This is an optimization exercise on Yosys and OpenROAD, whose aim is small area, a short achievable clock period and few clock cycles per item, not a production implementation.
In this exercise RTL edits were held to simulation tests only and were not proved equivalent to the original.

$ cat flow/config.mk
export PLATFORM = sky130hd
export DESIGN_NAME = epoch_seconds_to_date
export DESIGN_NICKNAME = epoch_seconds_to_date
export VERILOG_FILES = /design/flow/design.v
export SDC_FILE = /design/flow/constraint.sdc
export NUM_CORES = 4
export LEC_CHECK = 0
export CAP_MARGIN = 20
export CORE_MARGIN = 2
export CORE_UTILIZATION = 40
export SLEW_MARGIN = 20
export SYNTH_HIERARCHICAL = 1
$ cat flow/constraint.sdc
create_clock -name core_clock -period 20.0 [get_ports {i_clk}]
set_input_delay 4.0000 -clock core_clock [delete_from_list [all_inputs] [get_ports {i_clk}]]
set_output_delay 4.0000 -clock core_clock [all_outputs]
set_load 0.01 [all_outputs]
$ cat flow/design.v
`timescale 1ns / 1ps
module epoch_seconds_to_date (
    input  logic        i_clk,
    input  logic        i_rst_n,
    input  logic        start,
    output logic        busy,
    input  logic [31:0] i_epoch_seconds,
    output logic        o_done,
    output logic [11:0] o_year,
    output logic [3:0]  o_month,
    output logic [4:0]  o_day,
    output logic [4:0]  o_hour,
    output logic [5:0]  o_minute,
    output logic [5:0]  o_second
);
    localparam logic [31:0] SKIP_2100 = 32'd4107542400;
    logic [24:0] q;
    logic [0:0]  skip;
    logic        lz_a;
    assign q    = i_epoch_seconds[31:7];
    assign skip = i_epoch_seconds >= SKIP_2100;
    logic a1;
    logic a2;
    logic a3;
    logic a4;
    logic a5;
    logic a6;
    logic a7;
    logic a8;
    logic a9;
    logic a10;
    logic a11;
    logic a12;
    logic a13;
    logic a14;
    logic a15;
    logic a16;
    logic a17;
    logic a18;
    logic a19;
    logic a20;
    logic a21;
    logic a22;
    logic a23;
    logic a24;
    logic a25;
    logic a26;
    logic a27;
    logic a28;
    logic a29;
    logic a30;
    logic a31;
    logic a32;
    logic a33;
    logic a34;
    logic a35;
    logic a36;
    logic a37;
    logic a38;
    logic a39;
    logic a40;
    logic a41;
    logic a42;
    logic a43;
    logic a44;
    logic a45;
    logic a46;
    logic a47;
    logic a48;
    logic a49;
    logic a50;
    logic a51;
    logic a52;
    logic a53;
    logic a54;
    logic a55;
    logic a56;
    logic a57;
    logic a58;
    logic a59;
    logic a60;
    logic a61;
    logic a62;
    logic a63;
    logic a64;
    logic a65;
    logic a66;
    logic a67;
    logic a68;
    logic a69;
    logic a70;
    logic a71;
    logic a72;
    logic a73;
    logic a74;
    logic a75;
    logic a76;
    logic a77;
    logic a78;
    logic a79;
    logic a80;
    logic a81;
    logic a82;
    logic a83;
    logic a84;
    logic a85;
    logic a86;
    logic a87;
    logic a88;
    logic a89;
    logic a90;
    logic a91;
    logic a92;
    logic a93;
    logic a94;
    logic a95;
    logic a96;
    logic a97;
    logic a98;
    logic a99;
    logic a100;
    logic a101;
    logic a102;
    logic a103;
    logic a104;
    logic a105;
    logic a106;
    logic a107;
    logic a108;
    logic a109;
    logic a110;
    logic a111;
    logic a112;
    logic a113;
    logic a114;
    logic a115;
    logic a116;
    logic a117;
    logic a118;
    logic a119;
    logic a120;
    logic a121;
    logic a122;
    logic a123;
    logic a124;
    logic a125;
    logic a126;
    logic a127;
    logic a128;
    logic a129;
    logic a130;
    logic a131;
    logic a132;
    logic a133;
    logic a134;
    logic a135;
    logic a136;
    logic a137;
    logic a138;
    logic a139;
    logic a140;
    logic a141;
    logic a142;
    logic a143;
    logic a144;
    logic a145;
    logic a146;
    logic a147;
    logic a148;
    logic a149;
    logic a150;
    logic a151;
    logic a152;
    logic a153;
    logic a154;
    logic a155;
    logic a156;
    logic a157;
    logic a158;
    logic a159;
    logic a160;
    logic a161;
    logic a162;
    logic a163;
    logic a164;
    logic a165;
    logic a166;
    logic a167;
    logic a168;
    logic a169;
    logic a170;
    logic a171;
    logic a172;
    logic a173;
    logic a174;
    logic a175;
    logic a176;
    logic a177;
    logic a178;
    logic a179;
    logic a180;
    logic a181;
    logic a182;
    logic a183;
    logic a184;
    logic [18:0] dq_a, dq_b, dq_s;
    logic [15:0] dq;
    logic a185;
    logic a186;
    logic a187;
    logic a188;
    logic a189;
    logic a190;
    logic a191;
    logic a192;
    logic a193;
    logic a194;
    logic a195;
    logic a196;
    logic a197;
    logic a198;
    logic [8:0] n_yq_a, n_yq_b, n_yq_s;
    logic [7:0] n_yq;
    logic a199;
    logic a200;
    logic a201;
    logic a202;
    logic a203;
    logic a204;
    logic a205;
    logic a206;
    logic a207;
    logic a208;
    logic a209;
    logic a210;
    logic a211;
    logic a212;
    logic a213;
    logic a214;
    logic a215;
    logic a216;
    logic a217;
    logic a218;
    logic a219;
    logic a220;
    logic a221;
    logic a222;
    logic a223;
    logic a224;
    logic a225;
    logic a226;
    logic a227;
    logic a228;
    logic a229;
    logic a230;
    logic a231;
    logic a232;
    logic a233;
    logic a234;
    logic a235;
    logic a236;
    logic a237;
    logic a238;
    logic a239;
    logic a240;
    logic a241;
    logic a242;
    logic a243;
    logic a244;
    logic a245;
    logic a246;
    logic a247;
    logic a248;
    logic a249;
    logic a250;
    logic a251;
    logic a252;
    logic a253;
    logic a254;
    logic a255;
    logic a256;
    logic a257;
    logic a258;
    logic a259;
    logic a260;
    logic a261;
    logic a262;
    logic a263;
    logic a264;
    logic a265;
    logic a266;
    logic a267;
    logic a268;
    logic a269;
    logic a270;
    logic a271;
    logic a272;
    logic a273;
    logic a274;
    logic a275;
    logic a276;
    logic a277;
    logic a278;
    logic a279;
    logic a280;
    logic a281;
    logic a282;
    logic a283;
    logic a284;
    logic a285;
    logic a286;
    logic a287;
    logic a288;
    logic a289;
    logic a290;
    logic a291;
    logic a292;
    logic a293;
    logic a294;
    logic a295;
    logic a296;
    logic [10:0] n_rem0_a, n_rem0_b, n_rem0_s;
    logic [10:0] n_rem0;
    logic a297;
    logic a298;
    logic a299;
    logic a300;
    logic a301;
    logic a302;
    logic a303;
    logic a304;
    logic a305;
    logic a306;
    logic a307;
    logic a308;
    logic a309;
    logic a310;
    logic a311;
    logic a312;
    logic a313;
    logic a314;
    logic a315;
    logic a316;
    logic a317;
    logic a318;
    logic a319;
    logic a320;
    logic a321;
    logic a322;
    logic a323;
    logic a324;
    logic a325;
    logic a326;
    logic a327;
    logic a328;
    logic a329;
    logic a330;
    logic a331;
    logic a332;
    logic a333;
    logic a334;
    logic a335;
    logic a336;
    logic a337;
    logic a338;
    logic a339;
    logic a340;
    logic a341;
    logic a342;
    logic a343;
    logic a344;
    logic a345;
    logic a346;
    logic a347;
    logic a348;
    logic a349;
    logic a350;
    logic a351;
    logic a352;
    logic a353;
    logic a354;
    logic a355;
    logic a356;
    logic a357;
    logic a358;
    logic a359;
    logic a360;
    logic a361;
    logic a362;
    logic a363;
    logic a364;
    logic a365;
    logic a366;
    logic a367;
    logic a368;
    logic a369;
    logic a370;
    logic a371;
    logic a372;
    logic a373;
    logic a374;
    logic a375;
    logic a376;
    logic a377;
    logic a378;
    logic a379;
    logic a380;
    logic a381;
    logic a382;
    logic a383;
    logic a384;
    logic a385;
    logic a386;
    logic a387;
    logic a388;
    logic a389;
    logic a390;
    logic a391;
    logic a392;
    logic a393;
    logic a394;
    logic a395;
    logic a396;
    logic a397;
    logic a398;
    logic a399;
    logic a400;
    logic a401;
    logic a402;
    logic a403;
    logic a404;
    logic a405;
    logic a406;
    logic a407;
    logic a408;
    logic a409;
    logic a410;
    logic [12:0] n_doy0_a, n_doy0_b, n_doy0_s;
    logic [9:0] n_doy0;
    logic a411;
    logic a412;
    logic a413;
    logic a414;
    logic a415;
    logic a416;
    logic a417;
    logic a418;
    logic a419;
    logic a420;
    logic a421;
    logic a422;
    logic a423;
    logic a424;
    logic a425;
    logic a426;
    logic a427;
    logic a428;
    logic a429;
    logic a430;
    logic a431;
    logic a432;
    logic a433;
    logic a434;
    logic a435;
    logic a436;
    logic a437;
    logic a438;
    logic a439;
    logic a440;
    logic a441;
    logic a442;
    logic a443;
    logic a444;
    logic a445;
    logic a446;
    logic a447;
    logic a448;
    logic a449;
    logic a450;
    logic a451;
    logic a452;
    logic a453;
    logic a454;
    logic a455;
    logic a456;
    logic a457;
    logic a458;
    logic a459;
    logic a460;
    logic a461;
    logic a462;
    logic a463;
    logic a464;
    logic a465;
    logic a466;
    logic a467;
    logic [11:0] n_doyb_a, n_doyb_b, n_doyb_s;
    logic [8:0] n_doyb;
    assign lz_a = n_yq[1:0] == 2'd0;
    esd_ha u_a1 (.a(q[16]), .b(q[13]), .s(a1), .co(a2));
    esd_ha u_a3 (.a(q[22]), .b(q[19]), .s(a3), .co(a4));
    esd_ha u_a5 (.a(q[23]), .b(q[20]), .s(a5), .co(a6));
    esd_ha u_a7 (.a(q[19]), .b(q[16]), .s(a7), .co(a8));
    esd_ha u_a9 (.a(q[20]), .b(q[17]), .s(a9), .co(a10));
    esd_ha u_a11 (.a(q[21]), .b(q[18]), .s(a11), .co(a12));
    esd_ha u_a13 (.a(q[22]), .b(q[19]), .s(a13), .co(a14));
    esd_ha u_a15 (.a(q[21]), .b(q[18]), .s(a15), .co(a16));
    esd_fa u_a17 (.a(q[17]), .b(q[14]), .c(q[7]), .s(a17), .co(a18));
    assign a19 = a3 ^ q[9];
    assign a20 = a3 | q[9];
    esd_fa u_a21 (.a(a5), .b(q[10]), .c(a4), .s(a21), .co(a22));
    esd_fa u_a23 (.a(q[18]), .b(q[15]), .c(q[8]), .s(a23), .co(a24));
    esd_fa u_a25 (.a(q[24]), .b(q[21]), .c(q[11]), .s(a25), .co(a26));
    assign a27 = ~a6;
    esd_fa u_a28 (.a(a7), .b(q[9]), .c(a27), .s(a28), .co(a29));
    esd_ha u_a30 (.a(q[22]), .b(q[12]), .s(a30), .co(a31));
    esd_fa u_a32 (.a(a9), .b(q[10]), .c(a8), .s(a32), .co(a33));
    esd_ha u_a34 (.a(q[23]), .b(q[13]), .s(a34), .co(a35));
    esd_fa u_a36 (.a(a11), .b(q[11]), .c(a10), .s(a36), .co(a37));
    esd_ha u_a38 (.a(q[24]), .b(q[14]), .s(a38), .co(a39));
    esd_fa u_a40 (.a(a13), .b(q[12]), .c(a12), .s(a40), .co(a41));
    esd_fa u_a42 (.a(q[23]), .b(q[20]), .c(q[13]), .s(a42), .co(a43));
    assign a44 = a14 ^ q[15];
    assign a45 = a14 & ~q[15];
    esd_fa u_a46 (.a(q[24]), .b(q[21]), .c(q[14]), .s(a46), .co(a47));
    assign a48 = ~q[17];
    esd_fa u_a49 (.a(q[22]), .b(q[15]), .c(a48), .s(a49), .co(a50));
    esd_ha u_a51 (.a(q[23]), .b(q[16]), .s(a51), .co(a52));
    esd_ha u_a53 (.a(q[24]), .b(q[17]), .s(a53), .co(a54));
    esd_ha u_a55 (.a(a1), .b(q[6]), .s(a55), .co(a56));
    esd_fa u_a57 (.a(a17), .b(a19), .c(a2), .s(a57), .co(a58));
    assign a59 = ~a21;
    esd_fa u_a60 (.a(a23), .b(a18), .c(a59), .s(a60), .co(a61));
    assign a62 = ~a25;
    esd_fa u_a63 (.a(a28), .b(a24), .c(a62), .s(a63), .co(a64));
    assign a65 = ~a30;
    esd_fa u_a66 (.a(a32), .b(a29), .c(a65), .s(a66), .co(a67));
    assign a68 = ~a34;
    esd_fa u_a69 (.a(a36), .b(a33), .c(a68), .s(a69), .co(a70));
    assign a71 = ~a38;
    esd_fa u_a72 (.a(a40), .b(a37), .c(a71), .s(a72), .co(a73));
    assign a74 = ~a44;
    esd_fa u_a75 (.a(a42), .b(a41), .c(a74), .s(a75), .co(a76));
    esd_fa u_a77 (.a(a46), .b(q[16]), .c(a43), .s(a77), .co(a78));
    esd_ha u_a79 (.a(a49), .b(a47), .s(a79), .co(a80));
    assign a81 = ~q[18];
    esd_fa u_a82 (.a(a51), .b(a50), .c(a81), .s(a82), .co(a83));
    assign a84 = ~q[19];
    esd_fa u_a85 (.a(a53), .b(a52), .c(a84), .s(a85), .co(a86));
    assign a87 = ~q[20];
    esd_fa u_a88 (.a(q[18]), .b(a54), .c(a87), .s(a88), .co(a89));
    assign a90 = a15 ^ q[8];
    assign a91 = a15 | q[8];
    assign a92 = ~a16;
    esd_fa u_a93 (.a(a57), .b(a56), .c(a92), .s(a93), .co(a94));
    assign a95 = ~a20;
    esd_fa u_a96 (.a(a60), .b(a58), .c(a95), .s(a96), .co(a97));
    assign a98 = ~a22;
    esd_fa u_a99 (.a(a63), .b(a61), .c(a98), .s(a99), .co(a100));
    assign a101 = ~a26;
    esd_fa u_a102 (.a(a66), .b(a64), .c(a101), .s(a102), .co(a103));
    assign a104 = ~a31;
    esd_fa u_a105 (.a(a69), .b(a67), .c(a104), .s(a105), .co(a106));
    assign a107 = ~a35;
    esd_fa u_a108 (.a(a72), .b(a70), .c(a107), .s(a108), .co(a109));
    assign a110 = ~a39;
    esd_fa u_a111 (.a(a75), .b(a73), .c(a110), .s(a111), .co(a112));
    esd_fa u_a113 (.a(a77), .b(a45), .c(a76), .s(a113), .co(a114));
    esd_fa u_a115 (.a(a79), .b(q[16]), .c(a78), .s(a115), .co(a116));
    esd_ha u_a117 (.a(a82), .b(a80), .s(a117), .co(a118));
    esd_ha u_a119 (.a(a85), .b(a83), .s(a119), .co(a120));
    esd_ha u_a121 (.a(a88), .b(a86), .s(a121), .co(a122));
    esd_fa u_a123 (.a(q[21]), .b(q[19]), .c(a89), .s(a123), .co(a124));
    assign a125 = ~q[21];
    esd_fa u_a126 (.a(q[22]), .b(q[20]), .c(a125), .s(a126), .co(a127));
    assign a128 = ~q[22];
    esd_fa u_a129 (.a(q[23]), .b(q[21]), .c(a128), .s(a129), .co(a130));
    assign a131 = ~q[23];
    esd_fa u_a132 (.a(q[24]), .b(q[22]), .c(a131), .s(a132), .co(a133));
    assign a134 = q[23] ^ q[24];
    assign a135 = q[23] & ~q[24];
    esd_ha u_a136 (.a(a117), .b(q[16]), .s(a136), .co(a137));
    esd_ha u_a138 (.a(a119), .b(a118), .s(a138), .co(a139));
    esd_ha u_a140 (.a(a121), .b(a120), .s(a140), .co(a141));
    esd_ha u_a142 (.a(a123), .b(a122), .s(a142), .co(a143));
    esd_ha u_a144 (.a(a126), .b(a124), .s(a144), .co(a145));
    esd_ha u_a146 (.a(a129), .b(a127), .s(a146), .co(a147));
    esd_ha u_a148 (.a(a132), .b(a130), .s(a148), .co(a149));
    assign a150 = a133 ^ a134;
    assign a151 = a133 & ~a134;
    assign a152 = a135 ^ q[24];
    assign a153 = a135 & ~q[24];
    esd_ha u_a154 (.a(a138), .b(q[16]), .s(a154), .co(a155));
    esd_ha u_a156 (.a(a140), .b(a139), .s(a156), .co(a157));
    esd_ha u_a158 (.a(a142), .b(a141), .s(a158), .co(a159));
    esd_ha u_a160 (.a(a144), .b(a143), .s(a160), .co(a161));
    esd_ha u_a162 (.a(a146), .b(a145), .s(a162), .co(a163));
    esd_ha u_a164 (.a(a148), .b(a147), .s(a164), .co(a165));
    assign a166 = a149 ^ a150;
    assign a167 = a149 & ~a150;
    assign a168 = a151 ^ a152;
    assign a169 = a151 & ~a152;
    esd_ha u_a170 (.a(a156), .b(q[16]), .s(a170), .co(a171));
    assign a172 = ~q[16];
    esd_fa u_a173 (.a(a158), .b(a157), .c(a172), .s(a173), .co(a174));
    esd_ha u_a175 (.a(a160), .b(a159), .s(a175), .co(a176));
    esd_ha u_a177 (.a(a162), .b(a161), .s(a177), .co(a178));
    esd_ha u_a179 (.a(a164), .b(a163), .s(a179), .co(a180));
    assign a181 = a165 ^ a166;
    assign a182 = a165 & ~a166;
    assign a183 = a167 ^ a168;
    assign a184 = a167 & ~a168;
    assign dq_a = {~a183, ~a181, a179, a177, a175, a173, a170, a154, a136, a115, a113, a111, a108, a105, a102, a99, a96, a93, a90};
    assign dq_b = {a182, a180, a178, a176, a174, a171, a155, a137, a116, a114, a112, a109, a106, a103, a100, a97, a94, ~a91, a55};
    assign dq_s = dq_a + dq_b;
    assign dq = dq_s[18:3];
    esd_ha u_a185 (.a(q[21]), .b(q[17]), .s(a185), .co(a186));
    esd_ha u_a187 (.a(q[22]), .b(q[18]), .s(a187), .co(a188));
    esd_ha u_a189 (.a(q[23]), .b(q[19]), .s(a189), .co(a190));
    esd_ha u_a191 (.a(q[24]), .b(q[20]), .s(a191), .co(a192));
    esd_ha u_a193 (.a(a189), .b(a188), .s(a193), .co(a194));
    esd_ha u_a195 (.a(a191), .b(a190), .s(a195), .co(a196));
    esd_ha u_a197 (.a(q[21]), .b(a192), .s(a197), .co(a198));
    assign n_yq_a = {1'b0, q[24], q[23], q[22], a197, a195, a193, a187, a185};
    assign n_yq_b = {1'b0, 1'b0, 1'b0, a198, a196, a194, 1'b1, a186, 1'b1};
    assign n_yq_s = n_yq_a + n_yq_b;
    assign n_yq = n_yq_s[8:1];
    assign a199 = dq[9] ^ dq[8];
    assign a200 = dq[9] | dq[8];
    assign a201 = dq[10] ^ dq[9];
    assign a202 = dq[10] | dq[9];
    assign a203 = dq[5] ^ dq[4];
    assign a204 = dq[5] | dq[4];
    assign a205 = dq[6] ^ dq[5];
    assign a206 = dq[6] | dq[5];
    esd_ha u_a207 (.a(dq[7]), .b(dq[6]), .s(a207), .co(a208));
    assign a209 = dq[2] ^ dq[0];
    assign a210 = dq[2] | dq[0];
    esd_fa u_a211 (.a(dq[8]), .b(dq[7]), .c(dq[3]), .s(a211), .co(a212));
    assign a213 = q[8] ^ dq[1];
    assign a214 = q[8] & ~dq[1];
    esd_ha u_a215 (.a(dq[4]), .b(dq[2]), .s(a215), .co(a216));
    assign a217 = ~dq[0];
    esd_fa u_a218 (.a(a199), .b(q[9]), .c(a217), .s(a218), .co(a219));
    esd_fa u_a220 (.a(dq[5]), .b(dq[3]), .c(dq[1]), .s(a220), .co(a221));
    assign a222 = ~a200;
    esd_fa u_a223 (.a(a201), .b(q[10]), .c(a222), .s(a223), .co(a224));
    assign a225 = dq[1] ^ dq[0];
    assign a226 = dq[1] | dq[0];
    assign a227 = dq[2] ^ dq[1];
    assign a228 = dq[2] | dq[1];
    assign a229 = dq[3] ^ dq[2];
    assign a230 = dq[3] | dq[2];
    assign a231 = dq[4] ^ dq[3];
    assign a232 = dq[4] | dq[3];
    assign a233 = ~dq[0];
    esd_fa u_a234 (.a(a203), .b(q[5]), .c(a233), .s(a234), .co(a235));
    assign a236 = ~dq[1];
    esd_fa u_a237 (.a(a205), .b(q[6]), .c(a236), .s(a237), .co(a238));
    assign a239 = ~a207;
    esd_fa u_a240 (.a(a209), .b(q[7]), .c(a239), .s(a240), .co(a241));
    esd_fa u_a242 (.a(a211), .b(a213), .c(a208), .s(a242), .co(a243));
    assign a244 = ~a215;
    esd_fa u_a245 (.a(a218), .b(a214), .c(a244), .s(a245), .co(a246));
    assign a247 = ~a220;
    esd_fa u_a248 (.a(a223), .b(a219), .c(a247), .s(a248), .co(a249));
    esd_ha u_a250 (.a(a225), .b(q[1]), .s(a250), .co(a251));
    assign a252 = ~a226;
    esd_fa u_a253 (.a(a227), .b(q[2]), .c(a252), .s(a253), .co(a254));
    assign a255 = ~a228;
    esd_fa u_a256 (.a(a229), .b(q[3]), .c(a255), .s(a256), .co(a257));
    assign a258 = ~a230;
    esd_fa u_a259 (.a(a231), .b(q[4]), .c(a258), .s(a259), .co(a260));
    assign a261 = ~a234;
    esd_ha u_a262 (.a(a232), .b(a261), .s(a262), .co(a263));
    assign a264 = ~a204;
    esd_fa u_a265 (.a(a237), .b(a235), .c(a264), .s(a265), .co(a266));
    assign a267 = ~a206;
    esd_fa u_a268 (.a(a240), .b(a238), .c(a267), .s(a268), .co(a269));
    assign a270 = ~a241;
    esd_fa u_a271 (.a(a242), .b(a210), .c(a270), .s(a271), .co(a272));
    assign a273 = ~a245;
    esd_fa u_a274 (.a(a212), .b(a243), .c(a273), .s(a274), .co(a275));
    assign a276 = ~a216;
    esd_fa u_a277 (.a(a248), .b(a246), .c(a276), .s(a277), .co(a278));
    esd_ha u_a279 (.a(a253), .b(a251), .s(a279), .co(a280));
    esd_ha u_a281 (.a(a256), .b(a254), .s(a281), .co(a282));
    esd_ha u_a283 (.a(a259), .b(a257), .s(a283), .co(a284));
    assign a285 = a260 ^ a262;
    assign a286 = a260 & ~a262;
    assign a287 = a265 ^ a263;
    assign a288 = a265 & ~a263;
    esd_ha u_a289 (.a(a268), .b(a266), .s(a289), .co(a290));
    assign a291 = a269 ^ a271;
    assign a292 = a269 & ~a271;
    assign a293 = a274 ^ a272;
    assign a294 = a274 | a272;
    assign a295 = a277 ^ a275;
    assign a296 = a277 & ~a275;
    assign n_rem0_a = {~a295, a293, ~a291, a289, ~a287, ~a285, a283, a281, a279, dq[0], dq[0]};
    assign n_rem0_b = {~a294, a292, a290, a288, a286, a284, a282, a280, ~dq[0], a250, q[0]};
    assign n_rem0_s = n_rem0_a + n_rem0_b;
    assign n_rem0 = n_rem0_s[10:0];
    esd_ha u_a297 (.a(n_yq[3]), .b(n_yq[1]), .s(a297), .co(a298));
    esd_ha u_a299 (.a(n_yq[4]), .b(n_yq[2]), .s(a299), .co(a300));
    esd_ha u_a301 (.a(n_yq[5]), .b(n_yq[3]), .s(a301), .co(a302));
    esd_ha u_a303 (.a(n_yq[6]), .b(n_yq[4]), .s(a303), .co(a304));
    esd_fa u_a305 (.a(n_yq[7]), .b(n_yq[5]), .c(n_yq[2]), .s(a305), .co(a306));
    assign a307 = n_yq[0] ^ n_yq[2];
    assign a308 = n_yq[0] | n_yq[2];
    esd_ha u_a309 (.a(n_yq[2]), .b(n_yq[0]), .s(a309), .co(a310));
    esd_ha u_a311 (.a(n_yq[5]), .b(n_yq[7]), .s(a311), .co(a312));
    assign a313 = ~n_yq[6];
    esd_fa u_a314 (.a(a299), .b(a298), .c(a313), .s(a314), .co(a315));
    esd_fa u_a316 (.a(a301), .b(n_yq[0]), .c(a300), .s(a316), .co(a317));
    esd_fa u_a318 (.a(a303), .b(n_yq[1]), .c(a302), .s(a318), .co(a319));
    assign a320 = ~n_yq[0];
    esd_fa u_a321 (.a(a305), .b(a304), .c(a320), .s(a321), .co(a322));
    esd_ha u_a323 (.a(a307), .b(skip[0]), .s(a323), .co(a324));
    esd_fa u_a325 (.a(n_yq[1]), .b(n_yq[3]), .c(a308), .s(a325), .co(a326));
    assign a327 = ~n_yq[0];
    esd_fa u_a328 (.a(n_yq[2]), .b(n_yq[4]), .c(a327), .s(a328), .co(a329));
    assign a330 = ~n_yq[1];
    esd_fa u_a331 (.a(n_yq[3]), .b(n_yq[5]), .c(a330), .s(a331), .co(a332));
    assign a333 = ~a309;
    esd_fa u_a334 (.a(n_yq[4]), .b(n_yq[6]), .c(a333), .s(a334), .co(a335));
    assign a336 = ~a311;
    esd_fa u_a337 (.a(a297), .b(a310), .c(a336), .s(a337), .co(a338));
    assign a339 = ~a314;
    esd_ha u_a340 (.a(a312), .b(a339), .s(a340), .co(a341));
    assign a342 = ~n_yq[7];
    esd_fa u_a343 (.a(a316), .b(a315), .c(a342), .s(a343), .co(a344));
    esd_ha u_a345 (.a(a318), .b(a317), .s(a345), .co(a346));
    esd_ha u_a347 (.a(a321), .b(a319), .s(a347), .co(a348));
    esd_ha u_a349 (.a(a345), .b(a344), .s(a349), .co(a350));
    esd_ha u_a351 (.a(a347), .b(a346), .s(a351), .co(a352));
    esd_ha u_a353 (.a(a351), .b(a350), .s(a353), .co(a354));
    esd_ha u_a355 (.a(a99), .b(a97), .s(a355), .co(a356));
    esd_fa u_a357 (.a(a102), .b(a100), .c(a324), .s(a357), .co(a358));
    assign a359 = ~a328;
    esd_fa u_a360 (.a(a105), .b(a103), .c(a359), .s(a360), .co(a361));
    assign a362 = ~a331;
    esd_fa u_a363 (.a(a108), .b(a106), .c(a362), .s(a363), .co(a364));
    assign a365 = ~a334;
    esd_fa u_a366 (.a(a111), .b(a109), .c(a365), .s(a366), .co(a367));
    esd_fa u_a368 (.a(a113), .b(a112), .c(a337), .s(a368), .co(a369));
    esd_fa u_a370 (.a(a115), .b(a114), .c(a338), .s(a370), .co(a371));
    esd_fa u_a372 (.a(a136), .b(a116), .c(a343), .s(a372), .co(a373));
    esd_fa u_a374 (.a(a154), .b(a137), .c(a349), .s(a374), .co(a375));
    esd_fa u_a376 (.a(a170), .b(a155), .c(a353), .s(a376), .co(a377));
    esd_ha u_a378 (.a(a355), .b(a323), .s(a378), .co(a379));
    assign a380 = ~a325;
    esd_fa u_a381 (.a(a357), .b(a356), .c(a380), .s(a381), .co(a382));
    assign a383 = ~a326;
    esd_fa u_a384 (.a(a360), .b(a358), .c(a383), .s(a384), .co(a385));
    assign a386 = ~a329;
    esd_fa u_a387 (.a(a363), .b(a361), .c(a386), .s(a387), .co(a388));
    assign a389 = ~a332;
    esd_fa u_a390 (.a(a366), .b(a364), .c(a389), .s(a390), .co(a391));
    assign a392 = ~a335;
    esd_fa u_a393 (.a(a368), .b(a367), .c(a392), .s(a393), .co(a394));
    assign a395 = ~a340;
    esd_fa u_a396 (.a(a370), .b(a369), .c(a395), .s(a396), .co(a397));
    assign a398 = ~a341;
    esd_fa u_a399 (.a(a372), .b(a371), .c(a398), .s(a399), .co(a400));
    esd_ha u_a401 (.a(a374), .b(a373), .s(a401), .co(a402));
    esd_ha u_a403 (.a(a376), .b(a375), .s(a403), .co(a404));
    esd_ha u_a405 (.a(a401), .b(a400), .s(a405), .co(a406));
    esd_ha u_a407 (.a(a403), .b(a402), .s(a407), .co(a408));
    esd_ha u_a409 (.a(a407), .b(a406), .s(a409), .co(a410));
    assign n_doy0_a = {a409, a405, a399, a396, a393, a390, a387, a384, a381, a378, a96, a93, a90};
    assign n_doy0_b = {1'b1, 1'b1, a397, a394, a391, a388, a385, a382, a379, 1'b1, a94, ~a91, a55};
    assign n_doy0_s = n_doy0_a + n_doy0_b;
    assign n_doy0 = n_doy0_s[12:3];
    esd_ha u_a411 (.a(a378), .b(lz_a), .s(a411), .co(a412));
    esd_fa u_a413 (.a(a381), .b(a379), .c(a412), .s(a413), .co(a414));
    esd_ha u_a415 (.a(a384), .b(a382), .s(a415), .co(a416));
    esd_ha u_a417 (.a(a387), .b(a385), .s(a417), .co(a418));
    esd_ha u_a419 (.a(a390), .b(a388), .s(a419), .co(a420));
    esd_ha u_a421 (.a(a393), .b(a391), .s(a421), .co(a422));
    esd_ha u_a423 (.a(a396), .b(a394), .s(a423), .co(a424));
    esd_ha u_a425 (.a(a399), .b(a397), .s(a425), .co(a426));
    assign a427 = ~a405;
    esd_ha u_a428 (.a(a415), .b(a414), .s(a428), .co(a429));
    esd_ha u_a430 (.a(a417), .b(a416), .s(a430), .co(a431));
    esd_ha u_a432 (.a(a419), .b(a418), .s(a432), .co(a433));
    esd_ha u_a434 (.a(a421), .b(a420), .s(a434), .co(a435));
    esd_ha u_a436 (.a(a423), .b(a422), .s(a436), .co(a437));
    esd_ha u_a438 (.a(a425), .b(a424), .s(a438), .co(a439));
    assign a440 = a426 ^ a427;
    assign a441 = a426 & ~a427;
    esd_ha u_a442 (.a(a430), .b(a429), .s(a442), .co(a443));
    esd_ha u_a444 (.a(a432), .b(a431), .s(a444), .co(a445));
    esd_ha u_a446 (.a(a434), .b(a433), .s(a446), .co(a447));
    esd_ha u_a448 (.a(a436), .b(a435), .s(a448), .co(a449));
    esd_ha u_a450 (.a(a438), .b(a437), .s(a450), .co(a451));
    assign a452 = a439 ^ a440;
    assign a453 = a439 & ~a440;
    esd_ha u_a454 (.a(a446), .b(a445), .s(a454), .co(a455));
    esd_ha u_a456 (.a(a448), .b(a447), .s(a456), .co(a457));
    esd_ha u_a458 (.a(a450), .b(a449), .s(a458), .co(a459));
    assign a460 = a451 ^ a452;
    assign a461 = a451 & ~a452;
    esd_ha u_a462 (.a(a456), .b(a455), .s(a462), .co(a463));
    esd_ha u_a464 (.a(a458), .b(a457), .s(a464), .co(a465));
    assign a466 = a459 ^ a460;
    assign a467 = a459 & ~a460;
    assign n_doyb_a = {~a466, a464, a462, a454, a444, a442, a428, a413, 1'b0, a96, a93, a90};
    assign n_doyb_b = {a465, a463, 1'b1, 1'b1, a443, 1'b1, 1'b1, 1'b1, a411, a94, ~a91, a55};
    assign n_doyb_s = n_doyb_a + n_doyb_b;
    assign n_doyb = n_doyb_s[11:3];
    logic        r_vld;
    logic [10:0] r_rem0;
    logic [9:0]  r_doy0;
    logic [8:0]  r_doyb;
    logic [7:0]  r_yq;
    logic [6:0]  r_s7;        
    always_ff @(posedge i_clk) begin
        if (!i_rst_n) r_vld <= 1'b0;
        else          r_vld <= start;
    end
    always_ff @(posedge i_clk) begin
        r_rem0 <= n_rem0;
        r_doy0 <= n_doy0;
        r_doyb <= n_doyb;
        r_yq   <= n_yq;
        r_s7   <= i_epoch_seconds[6:0];
    end
    logic        negr;
    logic        negy;
    logic        lz;
    logic        wrap;
    logic [8:0]  base;
    logic [8:0]  doy;         
    logic [3:0]  mp;          
    logic [8:0]  mstart;
    logic        jf;          
    logic [11:0] year_m1, year_0, year_p1;
    assign negr = r_rem0[10];
    assign negy = r_doy0[9];
    assign lz   = r_yq[1:0] == 2'd0;
    assign base = negy ? r_doyb : r_doy0[8:0];
    assign wrap = negr && (base == 9'd0);
    assign doy  = wrap ? 9'd364 + 9'(lz) : base - 9'(negr);
    assign year_m1 = 12'd1967 + 12'(r_yq);
    assign year_0  = 12'd1968 + 12'(r_yq);
    assign year_p1 = 12'd1969 + 12'(r_yq);
    always_comb begin
        mp = 4'd0;
        if (doy >= 9'd31)  mp = 4'd1;
        if (doy >= 9'd61)  mp = 4'd2;
        if (doy >= 9'd92)  mp = 4'd3;
        if (doy >= 9'd122) mp = 4'd4;
        if (doy >= 9'd153) mp = 4'd5;
        if (doy >= 9'd184) mp = 4'd6;
        if (doy >= 9'd214) mp = 4'd7;
        if (doy >= 9'd245) mp = 4'd8;
        if (doy >= 9'd275) mp = 4'd9;
        if (doy >= 9'd306) mp = 4'd10;
        if (doy >= 9'd337) mp = 4'd11;
        case (mp)
            4'd0:    mstart = 9'd0;
            4'd1:    mstart = 9'd31;
            4'd2:    mstart = 9'd61;
            4'd3:    mstart = 9'd92;
            4'd4:    mstart = 9'd122;
            4'd5:    mstart = 9'd153;
            4'd6:    mstart = 9'd184;
            4'd7:    mstart = 9'd214;
            4'd8:    mstart = 9'd245;
            4'd9:    mstart = 9'd275;
            4'd10:   mstart = 9'd306;
            default: mstart = 9'd337;
        endcase
    end
    logic [13:0] u;
    logic [15:0] x;
    logic w1;
    logic w2;
    logic w3;
    logic w4;
    logic w5;
    logic w6;
    logic w7;
    logic w8;
    logic w9;
    logic w10;
    logic w11;
    logic w12;
    logic w13;
    logic w14;
    logic w15;
    logic w16;
    logic w17;
    logic w18;
    logic w19;
    logic w20;
    logic w21;
    logic w22;
    logic w23;
    logic w24;
    logic w25;
    logic w26;
    logic w27;
    logic w28;
    logic w29;
    logic w30;
    logic w31;
    logic w32;
    logic w33;
    logic w34;
    logic w35;
    logic w36;
    logic w37;
    logic w38;
    logic w39;
    logic w40;
    logic w41;
    logic w42;
    logic w43;
    logic w44;
    logic w45;
    logic w46;
    logic w47;
    logic w48;
    logic w49;
    logic w50;
    logic w51;
    logic w52;
    logic w53;
    logic w54;
    logic w55;
    logic w56;
    logic w57;
    logic w58;
    logic w59;
    logic w60;
    logic w61;
    logic w62;
    logic w63;
    logic w64;
    logic w65;
    logic w66;
    logic w67;
    logic w68;
    logic w69;
    logic w70;
    logic w71;
    logic w72;
    logic w73;
    logic w74;
    logic w75;
    logic w76;
    logic w77;
    logic w78;
    logic w79;
    logic w80;
    logic w81;
    logic w82;
    logic w83;
    logic w84;
    logic w85;
    logic w86;
    logic w87;
    logic w88;
    logic w89;
    logic w90;
    logic w91;
    logic w92;
    logic w93;
    logic w94;
    logic w95;
    logic w96;
    logic w97;
    logic w98;
    logic w99;
    logic w100;
    logic w101;
    logic w102;
    logic w103;
    logic w104;
    logic w105;
    logic w106;
    logic w107;
    logic w108;
    logic w109;
    logic w110;
    logic w111;
    logic w112;
    logic w113;
    logic w114;
    logic w115;
    logic w116;
    logic w117;
    logic w118;
    logic w119;
    logic w120;
    logic w121;
    logic w122;
    logic w123;
    logic w124;
    logic w125;
    logic w126;
    logic w127;
    logic w128;
    logic w129;
    logic w130;
    logic w131;
    logic [13:0] h0_a, h0_b, h0_s;
    logic [4:0] h0;
    logic w132;
    logic w133;
    logic w134;
    logic w135;
    logic w136;
    logic w137;
    logic w138;
    logic w139;
    logic w140;
    logic w141;
    logic w142;
    logic w143;
    logic w144;
    logic w145;
    logic w146;
    logic w147;
    logic w148;
    logic w149;
    logic w150;
    logic w151;
    logic w152;
    logic w153;
    logic w154;
    logic w155;
    logic w156;
    logic w157;
    logic w158;
    logic w159;
    logic w160;
    logic w161;
    logic w162;
    logic w163;
    logic w164;
    logic w165;
    logic w166;
    logic w167;
    logic w168;
    logic w169;
    logic w170;
    logic w171;
    logic w172;
    logic w173;
    logic w174;
    logic w175;
    logic w176;
    logic w177;
    logic w178;
    logic w179;
    logic w180;
    logic w181;
    logic w182;
    logic w183;
    logic w184;
    logic w185;
    logic w186;
    logic w187;
    logic w188;
    logic w189;
    logic w190;
    logic w191;
    logic w192;
    logic w193;
    logic w194;
    logic w195;
    logic w196;
    logic w197;
    logic w198;
    logic w199;
    logic w200;
    logic w201;
    logic w202;
    logic w203;
    logic w204;
    logic w205;
    logic w206;
    logic w207;
    logic w208;
    logic w209;
    logic w210;
    logic w211;
    logic w212;
    logic w213;
    logic w214;
    logic w215;
    logic w216;
    logic w217;
    logic w218;
    logic w219;
    logic w220;
    logic w221;
    logic w222;
    logic w223;
    logic w224;
    logic w225;
    logic w226;
    logic w227;
    logic w228;
    logic w229;
    logic w230;
    logic w231;
    logic w232;
    logic w233;
    logic w234;
    logic w235;
    logic w236;
    logic w237;
    logic w238;
    logic w239;
    logic w240;
    logic w241;
    logic w242;
    logic w243;
    logic w244;
    logic w245;
    logic w246;
    logic w247;
    logic w248;
    logic w249;
    logic w250;
    logic [11:0] mt0_a, mt0_b, mt0_s;
    logic [5:0] mt0;
    assign u = {r_rem0, r_s7[6:4]};
    assign x = {r_rem0, r_s7[6:2]};
    esd_ha u_w1 (.a(u[9]), .b(u[7]), .s(w1), .co(w2));
    esd_fa u_w3 (.a(u[10]), .b(u[8]), .c(u[7]), .s(w3), .co(w4));
    esd_ha u_w5 (.a(u[3]), .b(u[0]), .s(w5), .co(w6));
    esd_fa u_w7 (.a(u[11]), .b(u[9]), .c(u[8]), .s(w7), .co(w8));
    esd_ha u_w9 (.a(u[4]), .b(u[1]), .s(w9), .co(w10));
    esd_fa u_w11 (.a(u[12]), .b(u[10]), .c(u[9]), .s(w11), .co(w12));
    esd_ha u_w13 (.a(u[5]), .b(u[2]), .s(w13), .co(w14));
    esd_fa u_w15 (.a(u[11]), .b(u[10]), .c(u[6]), .s(w15), .co(w16));
    assign w17 = ~u[3];
    esd_ha u_w18 (.a(u[13]), .b(w17), .s(w18), .co(w19));
    esd_fa u_w20 (.a(u[12]), .b(u[11]), .c(u[7]), .s(w20), .co(w21));
    esd_fa u_w22 (.a(u[12]), .b(u[8]), .c(u[5]), .s(w22), .co(w23));
    esd_ha u_w24 (.a(w1), .b(u[6]), .s(w24), .co(w25));
    esd_fa u_w26 (.a(w3), .b(w5), .c(w2), .s(w26), .co(w27));
    esd_fa u_w28 (.a(w7), .b(w9), .c(w4), .s(w28), .co(w29));
    esd_fa u_w30 (.a(w11), .b(w13), .c(w8), .s(w30), .co(w31));
    esd_fa u_w32 (.a(w15), .b(w12), .c(w14), .s(w32), .co(w33));
    assign w34 = ~u[4];
    esd_fa u_w35 (.a(w20), .b(w16), .c(w34), .s(w35), .co(w36));
    esd_fa u_w37 (.a(w22), .b(w21), .c(u[4]), .s(w37), .co(w38));
    esd_fa u_w39 (.a(u[9]), .b(u[6]), .c(w23), .s(w39), .co(w40));
    esd_ha u_w41 (.a(u[10]), .b(u[7]), .s(w41), .co(w42));
    esd_ha u_w43 (.a(u[11]), .b(u[8]), .s(w43), .co(w44));
    esd_ha u_w45 (.a(u[12]), .b(u[9]), .s(w45), .co(w46));
    esd_ha u_w47 (.a(w24), .b(u[2]), .s(w47), .co(w48));
    esd_ha u_w49 (.a(w26), .b(w25), .s(w49), .co(w50));
    esd_fa u_w51 (.a(w28), .b(w6), .c(w27), .s(w51), .co(w52));
    esd_fa u_w53 (.a(w30), .b(w10), .c(w29), .s(w53), .co(w54));
    assign w55 = ~w18;
    esd_fa u_w56 (.a(w32), .b(w31), .c(w55), .s(w56), .co(w57));
    assign w58 = ~w19;
    esd_fa u_w59 (.a(w35), .b(w33), .c(w58), .s(w59), .co(w60));
    assign w61 = ~u[13];
    esd_fa u_w62 (.a(w37), .b(w36), .c(w61), .s(w62), .co(w63));
    assign w64 = ~u[13];
    esd_fa u_w65 (.a(w39), .b(w38), .c(w64), .s(w65), .co(w66));
    esd_ha u_w67 (.a(w41), .b(w40), .s(w67), .co(w68));
    esd_ha u_w69 (.a(w43), .b(w42), .s(w69), .co(w70));
    esd_ha u_w71 (.a(w45), .b(w44), .s(w71), .co(w72));
    assign w73 = ~u[13];
    esd_fa u_w74 (.a(u[10]), .b(w46), .c(w73), .s(w74), .co(w75));
    esd_ha u_w76 (.a(w49), .b(w48), .s(w76), .co(w77));
    esd_ha u_w78 (.a(w51), .b(w50), .s(w78), .co(w79));
    esd_ha u_w80 (.a(w53), .b(w52), .s(w80), .co(w81));
    esd_ha u_w82 (.a(w56), .b(w54), .s(w82), .co(w83));
    esd_ha u_w84 (.a(w59), .b(w57), .s(w84), .co(w85));
    esd_ha u_w86 (.a(w62), .b(w60), .s(w86), .co(w87));
    esd_ha u_w88 (.a(w65), .b(w63), .s(w88), .co(w89));
    esd_ha u_w90 (.a(w67), .b(w66), .s(w90), .co(w91));
    esd_ha u_w92 (.a(w69), .b(w68), .s(w92), .co(w93));
    esd_ha u_w94 (.a(w71), .b(w70), .s(w94), .co(w95));
    esd_ha u_w96 (.a(w74), .b(w72), .s(w96), .co(w97));
    assign w98 = w75 ^ u[11];
    assign w99 = w75 & ~u[11];
    assign w100 = u[11] ^ u[12];
    assign w101 = u[11] & ~u[12];
    esd_ha u_w102 (.a(w90), .b(w89), .s(w102), .co(w103));
    esd_ha u_w104 (.a(w92), .b(w91), .s(w104), .co(w105));
    esd_ha u_w106 (.a(w94), .b(w93), .s(w106), .co(w107));
    esd_ha u_w108 (.a(w96), .b(w95), .s(w108), .co(w109));
    assign w110 = w97 ^ w98;
    assign w111 = w97 & ~w98;
    assign w112 = w99 ^ w100;
    assign w113 = w99 & ~w100;
    esd_ha u_w114 (.a(w104), .b(w103), .s(w114), .co(w115));
    esd_ha u_w116 (.a(w106), .b(w105), .s(w116), .co(w117));
    esd_ha u_w118 (.a(w108), .b(w107), .s(w118), .co(w119));
    assign w120 = w109 ^ w110;
    assign w121 = w109 & ~w110;
    assign w122 = w111 ^ w112;
    assign w123 = w111 & ~w112;
    esd_ha u_w124 (.a(w116), .b(w115), .s(w124), .co(w125));
    esd_ha u_w126 (.a(w118), .b(w117), .s(w126), .co(w127));
    assign w128 = w119 ^ w120;
    assign w129 = w119 & ~w120;
    assign w130 = w121 ^ w122;
    assign w131 = w121 & ~w122;
    assign h0_a = {~w130, ~w128, w126, w124, w114, w102, w88, w86, w84, w82, w80, w78, w76, w47};
    assign h0_b = {w129, w127, w125, 1'b1, 1'b1, 1'b1, w87, w85, w83, w81, w79, w77, 1'b1, ~u[13]};
    assign h0_s = h0_a + h0_b;
    assign h0 = h0_s[13:9];
    esd_ha u_w132 (.a(x[14]), .b(x[10]), .s(w132), .co(w133));
    esd_ha u_w134 (.a(x[11]), .b(x[7]), .s(w134), .co(w135));
    esd_ha u_w136 (.a(x[12]), .b(x[8]), .s(w136), .co(w137));
    esd_ha u_w138 (.a(x[13]), .b(x[9]), .s(w138), .co(w139));
    esd_ha u_w140 (.a(x[14]), .b(x[10]), .s(w140), .co(w141));
    esd_fa u_w142 (.a(x[11]), .b(x[7]), .c(x[3]), .s(w142), .co(w143));
    esd_ha u_w144 (.a(x[12]), .b(x[8]), .s(w144), .co(w145));
    esd_ha u_w146 (.a(x[13]), .b(x[9]), .s(w146), .co(w147));
    esd_ha u_w148 (.a(x[14]), .b(x[10]), .s(w148), .co(w149));
    esd_ha u_w150 (.a(w132), .b(x[6]), .s(w150), .co(w151));
    esd_fa u_w152 (.a(w134), .b(x[3]), .c(w133), .s(w152), .co(w153));
    esd_fa u_w154 (.a(w136), .b(x[4]), .c(x[0]), .s(w154), .co(w155));
    esd_fa u_w156 (.a(w138), .b(x[5]), .c(x[1]), .s(w156), .co(w157));
    esd_fa u_w158 (.a(w140), .b(x[6]), .c(x[2]), .s(w158), .co(w159));
    assign w160 = ~x[15];
    esd_fa u_w161 (.a(w142), .b(w141), .c(w160), .s(w161), .co(w162));
    esd_fa u_w163 (.a(w144), .b(x[4]), .c(w143), .s(w163), .co(w164));
    esd_fa u_w165 (.a(w146), .b(x[5]), .c(w145), .s(w165), .co(w166));
    esd_fa u_w167 (.a(w148), .b(x[6]), .c(w147), .s(w167), .co(w168));
    esd_fa u_w169 (.a(x[11]), .b(x[7]), .c(w149), .s(w169), .co(w170));
    esd_ha u_w171 (.a(x[12]), .b(x[8]), .s(w171), .co(w172));
    esd_ha u_w173 (.a(x[13]), .b(x[9]), .s(w173), .co(w174));
    esd_ha u_w175 (.a(w150), .b(x[2]), .s(w175), .co(w176));
    assign w177 = ~x[15];
    esd_fa u_w178 (.a(w152), .b(w151), .c(w177), .s(w178), .co(w179));
    esd_fa u_w180 (.a(w154), .b(w135), .c(w153), .s(w180), .co(w181));
    esd_fa u_w182 (.a(w156), .b(w137), .c(w155), .s(w182), .co(w183));
    esd_fa u_w184 (.a(w158), .b(w139), .c(w157), .s(w184), .co(w185));
    esd_ha u_w186 (.a(w161), .b(w159), .s(w186), .co(w187));
    esd_ha u_w188 (.a(w163), .b(w162), .s(w188), .co(w189));
    esd_ha u_w190 (.a(w165), .b(w164), .s(w190), .co(w191));
    esd_ha u_w192 (.a(w167), .b(w166), .s(w192), .co(w193));
    assign w194 = ~x[15];
    esd_fa u_w195 (.a(w169), .b(w168), .c(w194), .s(w195), .co(w196));
    esd_ha u_w197 (.a(w171), .b(w170), .s(w197), .co(w198));
    esd_ha u_w199 (.a(w173), .b(w172), .s(w199), .co(w200));
    esd_ha u_w201 (.a(w186), .b(w185), .s(w201), .co(w202));
    esd_ha u_w203 (.a(w188), .b(w187), .s(w203), .co(w204));
    esd_ha u_w205 (.a(w190), .b(w189), .s(w205), .co(w206));
    esd_ha u_w207 (.a(w192), .b(w191), .s(w207), .co(w208));
    esd_ha u_w209 (.a(w195), .b(w193), .s(w209), .co(w210));
    esd_ha u_w211 (.a(w197), .b(w196), .s(w211), .co(w212));
    esd_ha u_w213 (.a(w199), .b(w198), .s(w213), .co(w214));
    esd_ha u_w215 (.a(w203), .b(w202), .s(w215), .co(w216));
    esd_ha u_w217 (.a(w205), .b(w204), .s(w217), .co(w218));
    esd_ha u_w219 (.a(w207), .b(w206), .s(w219), .co(w220));
    esd_ha u_w221 (.a(w209), .b(w208), .s(w221), .co(w222));
    esd_ha u_w223 (.a(w211), .b(w210), .s(w223), .co(w224));
    esd_ha u_w225 (.a(w213), .b(w212), .s(w225), .co(w226));
    esd_ha u_w227 (.a(w217), .b(w216), .s(w227), .co(w228));
    esd_ha u_w229 (.a(w219), .b(w218), .s(w229), .co(w230));
    esd_ha u_w231 (.a(w221), .b(w220), .s(w231), .co(w232));
    esd_ha u_w233 (.a(w223), .b(w222), .s(w233), .co(w234));
    esd_ha u_w235 (.a(w225), .b(w224), .s(w235), .co(w236));
    esd_ha u_w237 (.a(w229), .b(w228), .s(w237), .co(w238));
    esd_ha u_w239 (.a(w231), .b(w230), .s(w239), .co(w240));
    esd_ha u_w241 (.a(w233), .b(w232), .s(w241), .co(w242));
    esd_ha u_w243 (.a(w235), .b(w234), .s(w243), .co(w244));
    esd_ha u_w245 (.a(w241), .b(w240), .s(w245), .co(w246));
    esd_ha u_w247 (.a(w243), .b(w242), .s(w247), .co(w248));
    esd_ha u_w249 (.a(w247), .b(w246), .s(w249), .co(w250));
    assign mt0_a = {w249, w245, w239, w237, w227, w215, w201, w184, w182, w180, w178, w175};
    assign mt0_b = {1'b1, 1'b1, w238, 1'b1, 1'b1, 1'b1, 1'b1, w183, w181, w179, w176, 1'b1};
    assign mt0_s = mt0_a + mt0_b;
    assign mt0 = mt0_s[11:6];
    assign busy     = 1'b0;
    assign o_done   = r_vld;
    assign jf       = doy >= 9'd306;
    assign o_year   = (jf == (negy || wrap)) ? year_0 : (jf ? year_p1 : year_m1);
    assign o_month  = jf ? mp - 4'd9 : mp + 4'd3;
    assign o_day    = 5'(doy) - 5'(mstart) + 5'd1;
    assign o_hour   = h0 + (negr ? 5'd24 : 5'd0);
    assign o_minute = mt0 + {h0[3:0], 2'b00};
    assign o_second = {x[3:0] + mt0[3:0], r_s7[1:0]};
endmodule
module esd_fa (
    input  logic a,
    input  logic b,
    input  logic c,
    output logic s,
    output logic co
);
    assign s  = a ^ b ^ c;
    assign co = (a & b) | (a & c) | (b & c);
endmodule
module esd_ha (
    input  logic a,
    input  logic b,
    output logic s,
    output logic co
);
    assign s  = a ^ b;
    assign co = a & b;
endmodule
$ cat flow/run.sh
#!/bin/bash
# synth_recipe.tcl (not shown) runs the flow's synth.tcl, then flattens the netlist and writes it again
# the make line also repeats each setting of config.mk as NAME=value (left out here)
make -C /OpenROAD-flow-scripts/flow DESIGN_CONFIG=/design/flow/config.mk WORK_HOME=/design/flow/orfs CLKGATE_MAP_FILE= SYNTH_SCRIPT=/design/flow/synth_recipe.tcl finish
==> run notes <==
sequential cells by signal (all words and copies together), names as in the netlist:
| register | count |
|---|---|
| r_yq | 8 |
| r_rem0 | 11 |
| r_doyb | 9 |
| r_vld | 1 |
| r_doy0 | 10 |
| r_s7 | 7 |
layout make-up:
cell class / count / area (um^2) / share of cell area, %
multi-input combinational: 766 / 8260 / 76.1
sequential: 46 / 921 / 8.47
timing repair buffer: 75 / 746 / 6.86
tap: 319 / 399 / 3.67
inverter: 98 / 368 / 3.39
clock buffer: 5 / 125 / 1.15
clock inverter: 3 / 43.8 / 0.403
metrics by stage:
step	instance area [um^2]	worst slack (ns)
finish	10900	9.01
global route	10900	8.46
detailed placement	10700	8.68
global placement	10700	8.77
CTS	10900	8.96
floorplan	9610	9.80
cells by family after synthesis:
logic type	Yosys count	synth area share, %
adders and majority gates	379	58.7
and+or+nand+nor	152	8.33
AOI/OAI and AO/OA	133	9.42
buffers and inverters	106	4.45
xor gates and xnor gates	84	7.65
DFF	46	9.58
muxes	17	1.82
other	1	0.0390
layer usage:
layer  track usage [%]  vias up
met1              20.7     3183
met3              1.43       12
met2              27.5       88
met5                 0        -
met4              3.80        0
li1                  -     3330
worst max-delay path: cells and delay by family, from the launching register on:
family	cells	cell delay (ns)
multiplexers	1	0.27
adder cells (fa/ha/maj)	5	1.33
flip-flops	1	0.84
AND/OR/NAND/NOR	4	1.11
XOR/XNOR	3	0.44
buffers and inverters	3	0.68
AO/OA/AOI/OAI	9	2.03
layout by cell type (no fill, tap or decap), types with 3 or more instances in the layout:
master / netlist / layout
ha_1: 259 / 259
fa_1: 120 / 120
inv_1: 98 / 98
clkdlybuf4s50_1: 0 / 73
xnor2_1: 63 / 63
dfxtp_1: 46 / 46
nor2_1: 41 / 41
a21oi_1: 30 / 30
o21ai_0: 28 / 28
nand2_1: 24 / 24
xor2_1: 21 / 21
nor3_1: 20 / 20
mux2i_1: 13 / 13
nand2b_1: 12 / 12
nor2b_1: 11 / 11
o21a_1: 11 / 11
nand3_1: 10 / 10
a21o_1: 10 / 10
and2_1: 6 / 6
o21bai_1: 6 / 6
nor4_1: 5 / 5
o31ai_1: 5 / 5
clkbuf_16: 0 / 5
mux2_2: 4 / 4
a21boi_0: 4 / 4
nor4b_1: 3 / 3
nand4_1: 3 / 3
o311ai_0: 3 / 3
a31oi_1: 3 / 3
a211oi_1: 3 / 3
or2_2: 3 / 3
modules after synthesis (local to each module, per instance):
module / cells / copies in the design
epoch_seconds_to_date: 643 / 1
esd_fa: 1 / 114
esd_ha: 1 / 161
worst paths after layout:
kind                    to  slack [ns]  cells past startpoint
setup / recovery  o_day[4]        9.01                     25
hold / removal     r_s7[5]        4.14                      1
==> out/metrics.yaml <==
final_layout:
  drive_gt1_share_pct: 2.82
  antenna_cells: 0
  area_growth_syn_to_layout_pct: 13.0
  fin_cells: 1312
  fin_util_pct: 46.2
  layout.nets: 1406
  fillers: 2297
synthesis:
  yosysWarnings: 7
  postSynthAreaPerCell_um2: 10.5
  synth_area_mm2: 0.00961
  async_flop_share_pct: 0
  synth.most_common_cell: "ha_1"
  synthTopCellsByCount: "ha_1 (259), fa_1 (120), inv_1 (98)"
  synth_edf_count: 0
  synthTopCellsByArea: "ha_1 (34%), fa_1 (25%), dfxtp_1 (9.6%)"
  syn_nets: 1332
  synthDistinctLibCells: 67
  synthFlopType: "dfxtp_1"
  ys_seq_area_share_pct: 9.58
  synth_seq_cells: 46
  yosysTopAreaCellShare_pct: 33.7
  postSynthCellCount: 918
  synth_area_leader_cell: "ha_1"
hold_path:
  hp-class: "in2reg"
  hold_path.startpoint: "i_epoch_seconds[5]"
timing:
  slew_headroom_pct: 30.3
  grt_setup_unrepaired: "no"
  period_minus_slack_ns: 10.99
  setup_viol: 0
  tns_ns: 0
  slew_violations: 0
  worst_pin_slew_ns: 1.03
  fin_crit_sh_pct: 54.9
  whs_ns: 4.14
  timing.fmax_ghz: 0.0910
  hold_viol_final: 0
clock_network:
  cts.htree.levels: 2
  cts_root_buf: "clkbuf_16"
  cts_sinks: 46
  holdBufCountCts: 0
  clockBufferDepth: 2
  cts_tree: "done"
  cts-resized-gates: 0
  cts_buffers: 5
  postCtsSetupBuffers: 0
  path_clk_slew_ns: 0.07
placement:
  place_congestion: 0.879
  hpwl_mm: 16.9
  io_buffers: 73
  placedCellCount: 1304
global_routing:
  grt_use_total_pct: 15.6
  antenna_found_initial: 0
  gr-total-overflow: 0
  grt_max_degree: 21
  grt_pass1_wl_mm: 32.9
  grt_pass1_vias: 6821
floorplan:
  die-area_mm2: 0.0253
  chipWidth_um: 159
  ios: 75
  row_count: 56
  initial_utilization_pct: 40.8
  die_y_um: 159
  coreArea_mm2: 0.0235
critical_path:
  crit_fanout: 20
  cp_common_cell: "ha_1"
  worst_ep_required_time_ns: 16.00
  max_stage_delay_ns: 0.84
  path_class: "reg2out"
  critPathLaunch: "r_doy0[9]"
  arrival_ns: 6.99
  cp_slowest_cell: "dfxtp_1"
  critPathLaunchType: "register"
  end_kind: "output pin"
route:
  firstDrtPassIters: 4
  routedWlPerCell_um: 14.5
  vias: 6613
  detail-route-antenna-nets: 0
  via_per_inst: 5.04
  wl_met1_mm: 9.08
  wl_met2_mm: 9.21
  wl_mm: 19.1
  wl_met3_um: 468
  routed.top_layer: "met4"
  drcViolationCount: 0
  drt_iter0_drc: 223
run:
  drv_cap: 0
status:
  status: "complete, no violations"
Testbench counts, summed over its fixed seeds: cycles 3,208, items 3,200.

## afterwards: timing with drivers on the ports
The results above use ideal ports. As a check the final layout listed here was re-extracted and re-timed, cells and wires unchanged.
Step 1: set_driving_cell puts a clkbuf_16 on i_clk and a buf_2 on each other input, an assumption about the parent block.
Step 2 also shifts input and output timing later by t, the mid clock arrival at the registers, as if the neighbouring blocks saw the same clock.
a / b / c = ideal ports / drivers / drivers and shift; a / b = the first two.
shift t [ns]: 0.336
slack for setup (ns): 9.011 / 8.970 / 8.697
latest minus earliest clock arrival (ns): 0.013 / 0.013
worst register clock-pin slew, ns: 0.07 / 0.07
After both steps this run still meets setup and hold. For this run, drivers alone change the setup slack by -0.041 ns; drivers and shift together by -0.314 ns.
